Source: an optimization exercise on an open RTL-to-GDS flow (aim: small area, a short achievable clock period and few clock cycles). Production flows keep margins and buffers that such runs may drop. Only simulation tests tie the RTL to the original design; equivalence was not proved. Power is estimated from default activity; no workload was simulated.

## build 49
## delta_list_sleep_queue
module delta_list_sleep_queue #(
    parameter int MAX_TASKS   = dls_pkg::MAX_TASKS_DEF,
    parameter int DELAY_WIDTH = dls_pkg::DELAY_WIDTH_DEF
) (
    input  logic                            i_clk,
    input  logic                            i_rst_n,
    input  logic                            s_tvalid,
    output logic                            s_tready,
    input  logic [dls_pkg::S_DATA_W-1:0]    s_tdata,    
    input  logic [dls_pkg::KIND_W-1:0]      s_tuser,    
    output logic                            m_tvalid,
    input  logic                            m_tready,
    output logic [dls_pkg::M_DATA_W-1:0]    m_tdata,    
    output logic                            m_tlast
);
    localparam int IW = dls_pkg::ID_W;
    logic                           w_valid;
    logic [dls_pkg::KIND_W-1:0]     w_kind;
    logic [IW-1:0]                  w_id;
    logic [DELAY_WIDTH-1:0]         w_delay;
    logic                           room;
    logic                           push;
    logic [dls_pkg::M_DATA_W:0]     push_word;
    logic [dls_pkg::M_DATA_W:0]     m_word;
    logic                           r_rel;        
    logic [MAX_TASKS-1:0]           r_wait;       
    logic [DELAY_WIDTH-1:0]         r_now;        
    logic [MAX_TASKS-1:0]           hit, due, rest, first, set, clr, we;
    logic [DELAY_WIDTH-1:0]         new_due;
    logic                           take, act, is_add, is_rem, is_tick;
    logic                           add_ok, rem_ok, releasing, last, rel_n;
    logic [IW-1:0]                  rel_id;
    logic [dls_pkg::STATUS_W-1:0]   status;
    dls_ctrl u_ctrl (
        .i_clk       (i_clk),
        .i_rst_n     (i_rst_n),
        .s_tvalid    (s_tvalid),
        .s_tready    (s_tready),
        .s_kind      (s_tuser),
        .s_id        (s_tdata[3:0]),
        .s_delay     (s_tdata[19:4]),
        .o_w_valid   (w_valid),
        .o_w_kind    (w_kind),
        .o_w_id      (w_id),
        .o_w_delay   (w_delay),
        .i_w_take    (take),
        .i_busy_next (rel_n),
        .i_push      (push),
        .i_push_word (push_word),
        .o_room      (room),
        .m_tvalid    (m_tvalid),
  ...
Size in the first run: ~41 I/O pins, roughly 16000 sq um of cells after synthesis.
export LEC_CHECK = 0
export ABC_AREA = 1
export CAP_MARGIN = 20
export CORE_MARGIN = 2
export CORE_UTILIZATION = 55
export SETUP_SLACK_MARGIN = 3.0
export SLEW_MARGIN = 20
create_clock -name core_clock -period 7.0 [get_ports {i_clk}]
run.sh (not shown) runs the stock make flow with config.mk's settings and CLKGATE_MAP_FILE= SYNTH_SCRIPT=/design/flow/synth_recipe.tcl, a recipe that flattens the netlist after the stock synthesis.
Testbench counts of build 49, summed over its fixed seeds: cycles 5,063.
## Diff of input files: build 74 against build 49
# build 49
export LEC_CHECK = 0
export ABC_AREA = 1
export CAP_MARGIN = 20
export CORE_MARGIN = 2
export CORE_UTILIZATION = 55
export SETUP_SLACK_MARGIN = 3.0
export SLEW_MARGIN = 20
create_clock -name core_clock -period 7.0 [get_ports {i_clk}]
# build 74
export LEC_CHECK = 0
export CAP_MARGIN = 20
export CORE_MARGIN = 2
export CORE_UTILIZATION = 55
export SETUP_SLACK_MARGIN = 3.0
export SLEW_MARGIN = 20
create_clock -name core_clock -period 7.0 [get_ports {i_clk}]
==> summary.txt <==
Compared with build 49, build 74 shows count of clock buffers in the final design higher by 16%.
Final area on build 74 is up relative to build 49.
Comparing build 74 and build 49, share of the yosys chip area belonging to registers is higher on build 49.
Cmp build 74 and build 49 / final design utilization / higher: build 74
Measured against build 74, the count of mapped cells out of synthesis of build 49 comes out at 1.13 times the reference value.
Going from build 49 to build 74, the non-clock buffer count was found to have gone up by 1.0%.
Sort build 74 and build 49 by area growth from synthesis to final layout, descending, and build 74 comes first.
In build 74, share of total power in combinational logic is higher than in build 49.
Build 74 vs build 49 — routed length per placed instance rose 13%.
The run showing the greater die area is build 74.
Build 74 vs build 49 on routed wire length: build 74 is the higher one.
#### Input delta (build 26 over build 74)
# build 74
export LEC_CHECK = 0
export CAP_MARGIN = 20
export CORE_MARGIN = 2
export CORE_UTILIZATION = 55
export SETUP_SLACK_MARGIN = 3.0
export SLEW_MARGIN = 20
create_clock -name core_clock -period 7.0 [get_ports {i_clk}]
# build 26
export LEC_CHECK = 0
export CAP_MARGIN = 20
export CORE_MARGIN = 2
export CORE_UTILIZATION = 40
export SLEW_MARGIN = 20
create_clock -name core_clock -period 7.0 [get_ports {i_clk}]
Results
In the metrics for build 74 and build 26, the one carrying the higher tightest slew margin relative to the limit is build 26. Delta (build 26 minus build 74): finished layout cell area neither gained nor lost much, combinational share of power lost 0.9 points. Highest net fanout along the worst path (lower): build 74. Final routed wirelength across all metal layers delta (build 26 − build 74): unfavourable. In the reports for build 74 and build 26, the smaller fmax belongs to build 26. STATUS maximum vdd drop: build 26 wins against build 74. On violation count after the first detailed-route iteration, build 74 loses to build 26. Total power: build 26 above build 74. Changes observed in build 26 relative to build 74: total of fill cells in the finished design grew by about 60%, placed wire-length estimate after detailed placement -450 um.

========
Another version of the RTL of delta_list_sleep_queue (not shown whole).
For scale: ~1400 cells after synthesis, about 350 flip-flops, roughly 41 I/O pins.
Settings: LEC_CHECK=0, ABC_AREA=1, CAP_MARGIN=20, CORE_MARGIN=2, CORE_UTILIZATION=60, CTS_BUF_LIST=sky130_fd_sc_hd__clkbuf_8, CTS_CLUSTER_DIAMETER=60, CTS_CLUSTER_SIZE=16, SETUP_SLACK_MARGIN=4.3, SLEW_MARGIN=20, TNS_END_PERCENT=20; clock period 7.0 ns.
The first run finished with timing, DRC and antenna clean.
Testbench counts at the start, summed over its fixed seeds: cycles 5,063.
Then changed:
--- a/flow/config.mk
+++ b/flow/config.mk
@@ -9,9 +9,5 @@
 export CAP_MARGIN = 20
 export CORE_MARGIN = 2
-export CORE_UTILIZATION = 60
-export CTS_BUF_LIST = sky130_fd_sc_hd__clkbuf_8
-export CTS_CLUSTER_DIAMETER = 60
-export CTS_CLUSTER_SIZE = 16
-export SETUP_SLACK_MARGIN = 4.3
+export CORE_UTILIZATION = 55
+export SETUP_SLACK_MARGIN = 4.0
 export SLEW_MARGIN = 20
-export TNS_END_PERCENT = 20
What happened: Synthesized area stays the same; first-iteration DRC count decreases by 5.3%; non-clock buffer count decreases by 20; critical path depth decreases by 2; clock power increases by 61%; via count decreases by 0.33%; final cell count increases by 2.5%; wire length increases by about 0.44%.
Then changed:
--- a/flow/config.mk
+++ b/flow/config.mk
@@ -9,5 +9,8 @@
 export CAP_MARGIN = 20
 export CORE_MARGIN = 2
-export CORE_UTILIZATION = 55
-export SETUP_SLACK_MARGIN = 4.0
+export CORE_UTILIZATION = 60
+export CTS_BUF_LIST = sky130_fd_sc_hd__clkbuf_16
+export CTS_CLUSTER_DIAMETER = 80
+export CTS_CLUSTER_SIZE = 25
+export SETUP_SLACK_MARGIN = 4.15
 export SLEW_MARGIN = 20
- The new run finished with timing, DRC and antenna clean
- critical path depth increases by 3
- first-iteration DRC count goes up by 11%
- maximum frequency is higher by 1.8%
- cell area fell by 1.8%
- combinational power is higher by 14%
Then changed:
--- a/flow/config.mk
+++ b/flow/config.mk
@@ -9,8 +9,6 @@
 export CAP_MARGIN = 20
 export CORE_MARGIN = 2
-export CORE_UTILIZATION = 60
-export CTS_BUF_LIST = sky130_fd_sc_hd__clkbuf_16
-export CTS_CLUSTER_DIAMETER = 80
-export CTS_CLUSTER_SIZE = 25
-export SETUP_SLACK_MARGIN = 4.15
+export CORE_UTILIZATION = 70
+export CTS_BUF_LIST = sky130_fd_sc_hd__clkbuf_8
+export SETUP_SLACK_MARGIN = 4.0
 export SLEW_MARGIN = 20
Routed wire length falls by 1.1%. Sequential share of layout area falls by 0.26 points. Worst setup slack degrades by 0.11 ns. Power rises by 11%. Worst hold slack degrades by 0.0093 ns. Sequential cell count is unchanged.
Then changed:
--- a/flow/config.mk
+++ b/flow/config.mk
@@ -9,6 +9,8 @@
 export CAP_MARGIN = 20
 export CORE_MARGIN = 2
-export CORE_UTILIZATION = 70
+export CORE_UTILIZATION = 50
 export CTS_BUF_LIST = sky130_fd_sc_hd__clkbuf_8
-export SETUP_SLACK_MARGIN = 4.0
+export CTS_CLUSTER_DIAMETER = 60
+export CTS_CLUSTER_SIZE = 16
+export SETUP_SLACK_MARGIN = 4.15
 export SLEW_MARGIN = 20
=> Utilization shrinks by 23 points; global-route usage is lower by 8.7 points; setup slack gets better by 0.17 ns; register-to-register slack improved by 0.14 ns; first-iteration DRC count drops by about 28%; die area rose by 39%; maximum frequency rises by 6.0%; non-clock buffer count goes up by 11.
Then changed:
==> flow/flow/run.sh (new file) <==
#!/bin/bash
# The standard layout, with plain buffers (buf_2) on the ports in place of
# the slow delay buffers buffer_ports picks by default.
set -euo pipefail
export BUFFER_PORTS_ARGS="-buffer_cell sky130_fd_sc_hd__buf_2"
bash standard.sh > standard_flow.log 2>&1
==> flow/standard.sh (new file) <==
#!/bin/bash
# synth_recipe.tcl (not shown) runs the flow's synth.tcl, then flattens the netlist and writes it again
# the make line also repeats each setting of config.mk as NAME=value (left out here)
make -C /OpenROAD-flow-scripts/flow DESIGN_CONFIG=/design/flow/config.mk WORK_HOME=/design/flow/orfs CLKGATE_MAP_FILE= SYNTH_SCRIPT=/design/flow/synth_recipe.tcl "${@:-finish}"
--- a/flow/config.mk
+++ b/flow/config.mk
@@ -9,8 +9,5 @@
 export CAP_MARGIN = 20
 export CORE_MARGIN = 2
-export CORE_UTILIZATION = 50
-export CTS_BUF_LIST = sky130_fd_sc_hd__clkbuf_8
-export CTS_CLUSTER_DIAMETER = 60
-export CTS_CLUSTER_SIZE = 16
-export SETUP_SLACK_MARGIN = 4.15
+export CORE_UTILIZATION = 55
+export SETUP_SLACK_MARGIN = 4.0
 export SLEW_MARGIN = 20
removed: flow/run.sh
Outcome: The changed run passed the timing, DRC and antenna checks; total power rose by 14%; global-route usage increases by 2.2 points; die area shrinks by 8.9%; utilization came out higher by 6.2 points.

========
## lagoon
Starting RTL as in the previous note.
clock: 7.0 ns
lec_check: 0
abc_area: 1
cap_margin: 20
core_margin: 2
core_utilization: 60
cts_buf_list: sky130_fd_sc_hd__clkbuf_8
cts_cluster_diameter: 60
cts_cluster_size: 16
gpl_routability_driven: 0
gpl_timing_driven: 1
setup_slack_margin: 4.15
slew_margin: 20
Stock flow here: none of the scripts above is used.
lagoon reached the final stage; the timing, DRC and antenna checks on its layout passed.
Testbench counts of lagoon, summed over its fixed seeds: cycles 5,063.
## Diff of input files: tundra against lagoon
Settings: GPL_TIMING_DRIVEN: 1 -> unset; SETUP_SLACK_MARGIN: 4.15 -> 4.3; GPL_ROUTABILITY_DRIVEN: 0 -> unset.
## What came out
tundra: PASS, flow complete, no timing, DRC or antenna violations. r_now[6]$_SDFFE_PN0P_ as the timing startpoint of the critical path was reported by tundra, and u_ctrl.r_w_delay[1]$_DFFE_PP_ by lagoon. Delta (tundra minus lagoon): worst setup slack increased 0.094 ns; routed wire length went up about 4%; slew at the pin with the worst max-slew slack lower; met1 track demand over resource has increased. tundra: total power is 130 µW higher than what lagoon reported. In tundra relative to lagoon, internal power had gone up by a few percent.
diff inputs: tundra => raven
Settings: changing SETUP_SLACK_MARGIN from 4.3 to 4.15.
Notes after the runs:
[compare] base=tundra new=raven: worst setup margin lower; maximum frequency from static timing analysis lost 11 MHz; post-synthesis to final-layout area growth went down; tap cell count essentially unchanged.
Between tundra and raven, the post-placement cell count does not differ in any meaningful way.
Reported for tundra and raven, sequential cell count turned out identical to the last digit.
Input changes introduced in fjord (baseline for comparison: raven):
Settings: clearing CTS_CLUSTER_DIAMETER, which used to be 60; clearing CTS_CLUSTER_SIZE, which used to be 16.
--- outcome ---
- fjord did not stop at any stage, and its layout met the timing, DRC and antenna checks.
- Going from raven to fjord, clock-buffer cell count grew by more than half.
- Compared with raven, in fjord part of the total power dissipated in combinational logic decreased 1.3 points, final critical-path setup slack decreased 0.025 ns, power per cell area increased about 10%.
- Going from raven to fjord, fill cell instance count of the final layout down 21, placed cell area roughly the same, via count higher.
- From raven to fjord the numbers moved as follows: final cycle utilization of the critical path went up 0.36 points, shortest clock period the worst path allows after layout now larger, synthesis-to-layout area growth rose by 3.2 points, wire length after detailed routing went up 0.99%.
- Of the two values seen for critical path capture point, g_slot[5].u_cell.r_due[13]$_DFFE_PP_ was produced by fjord and g_slot[11].u_cell.r_due[13]$_DFFE_PP_ by raven.
What cedar does differently from fjord at the input level:
Settings: putting CTS_CLUSTER_DIAMETER at 60 where nothing was set; swapping 60 for 75 in CORE_UTILIZATION; swapping 4.15 for 4.2 in SETUP_SLACK_MARGIN; putting CTS_CLUSTER_SIZE at 16 where nothing was set.
Results
Register fraction of the total cell area was lower in fjord than in cedar.
The run showing the smaller power is cedar.
Lower final area goes to cedar over fjord.
After detailed routing, fjord needs more wire than cedar.
cedar ends up with a HPWL after detailed placement that is about 1.4% lower than in fjord.
cedar vs fjord — global-route wire length before repair dropped by a few percent
Routed via count grows by a few percent when moving from fjord to cedar.
For the global-route met3 utilization, cedar came in 1.1 points higher than fjord did.

==> separate check: timing with driven ports <==
No port has a modelled driver above. Below, the same layouts with a new extraction and two added sets of constraints. Step 1, drivers: a clkbuf_16 drives i_clk and a buf_2 each remaining input, both assumed. Step 2 times the ports against the registers' clock, not the clock port: input delays grow and output delays shrink by t, the midpoint of the rising clock arrivals with the driver on. Three values: no drivers, after step 1, after step 2; two values: the first two.
run	shift t [ns]	setup slack, ns	hold slack, ns	worst setup path after step 2	worst register clock-pin slew, ns
build 49	0.576	3.241 / 3.241 / 3.241	0.519 / 0.519 / 0.519	register to register	0.06 / 0.06
build 74	0.568	3.111 / 3.111 / 3.111	0.521 / 0.521 / 0.521	register to register	0.06 / 0.06
build 26	0.609	2.153 / 2.153 / 2.153	0.518 / 0.518 / 0.518	register to register	0.06 / 0.06
the first run of note 2	0.655	4.214 / 4.214 / 3.730	0.509 / 0.509 / 0.509	input to register	0.11 / 0.11
the second run of note 2	0.577	4.113 / 4.102 / 3.663	0.515 / 0.515 / 0.515	input to register	0.06 / 0.06
the third run of note 2	0.573	4.164 / 4.160 / 3.970	0.514 / 0.514 / 0.514	input to register	0.10 / 0.10
the fourth run of note 2	0.645	4.055 / 4.006 / 3.698	0.505 / 0.505 / 0.505	input to register	0.07 / 0.07
the fifth run of note 2	0.629	4.220 / 4.220 / 3.962	0.514 / 0.514 / 0.514	input to register	0.10 / 0.10
the sixth run of note 2	0.574	4.076 / 4.064 / 4.007	0.514 / 0.514 / 0.514	input to register	0.06 / 0.06
lagoon	0.665	4.183 / 4.183 / 3.718	0.512 / 0.512 / 0.512	input to register	0.10 / 0.10
tundra	0.666	4.277 / 4.277 / 3.974	0.508 / 0.508 / 0.508	input to register	0.10 / 0.10
raven	0.657	4.195 / 4.195 / 3.704	0.514 / 0.514 / 0.514	input to register	0.10 / 0.10
fjord	0.637	4.169 / 4.169 / 3.726	0.504 / 0.504 / 0.504	input to register	0.07 / 0.07
cedar	0.661	4.025 / 4.025 / 3.862	0.511 / 0.511 / 0.511	input to register	0.10 / 0.10
After both steps setup and hold are still met in every run listed. For raven, which loses most, drivers alone change the setup slack by 0.000 ns; drivers and shift together by -0.491 ns.
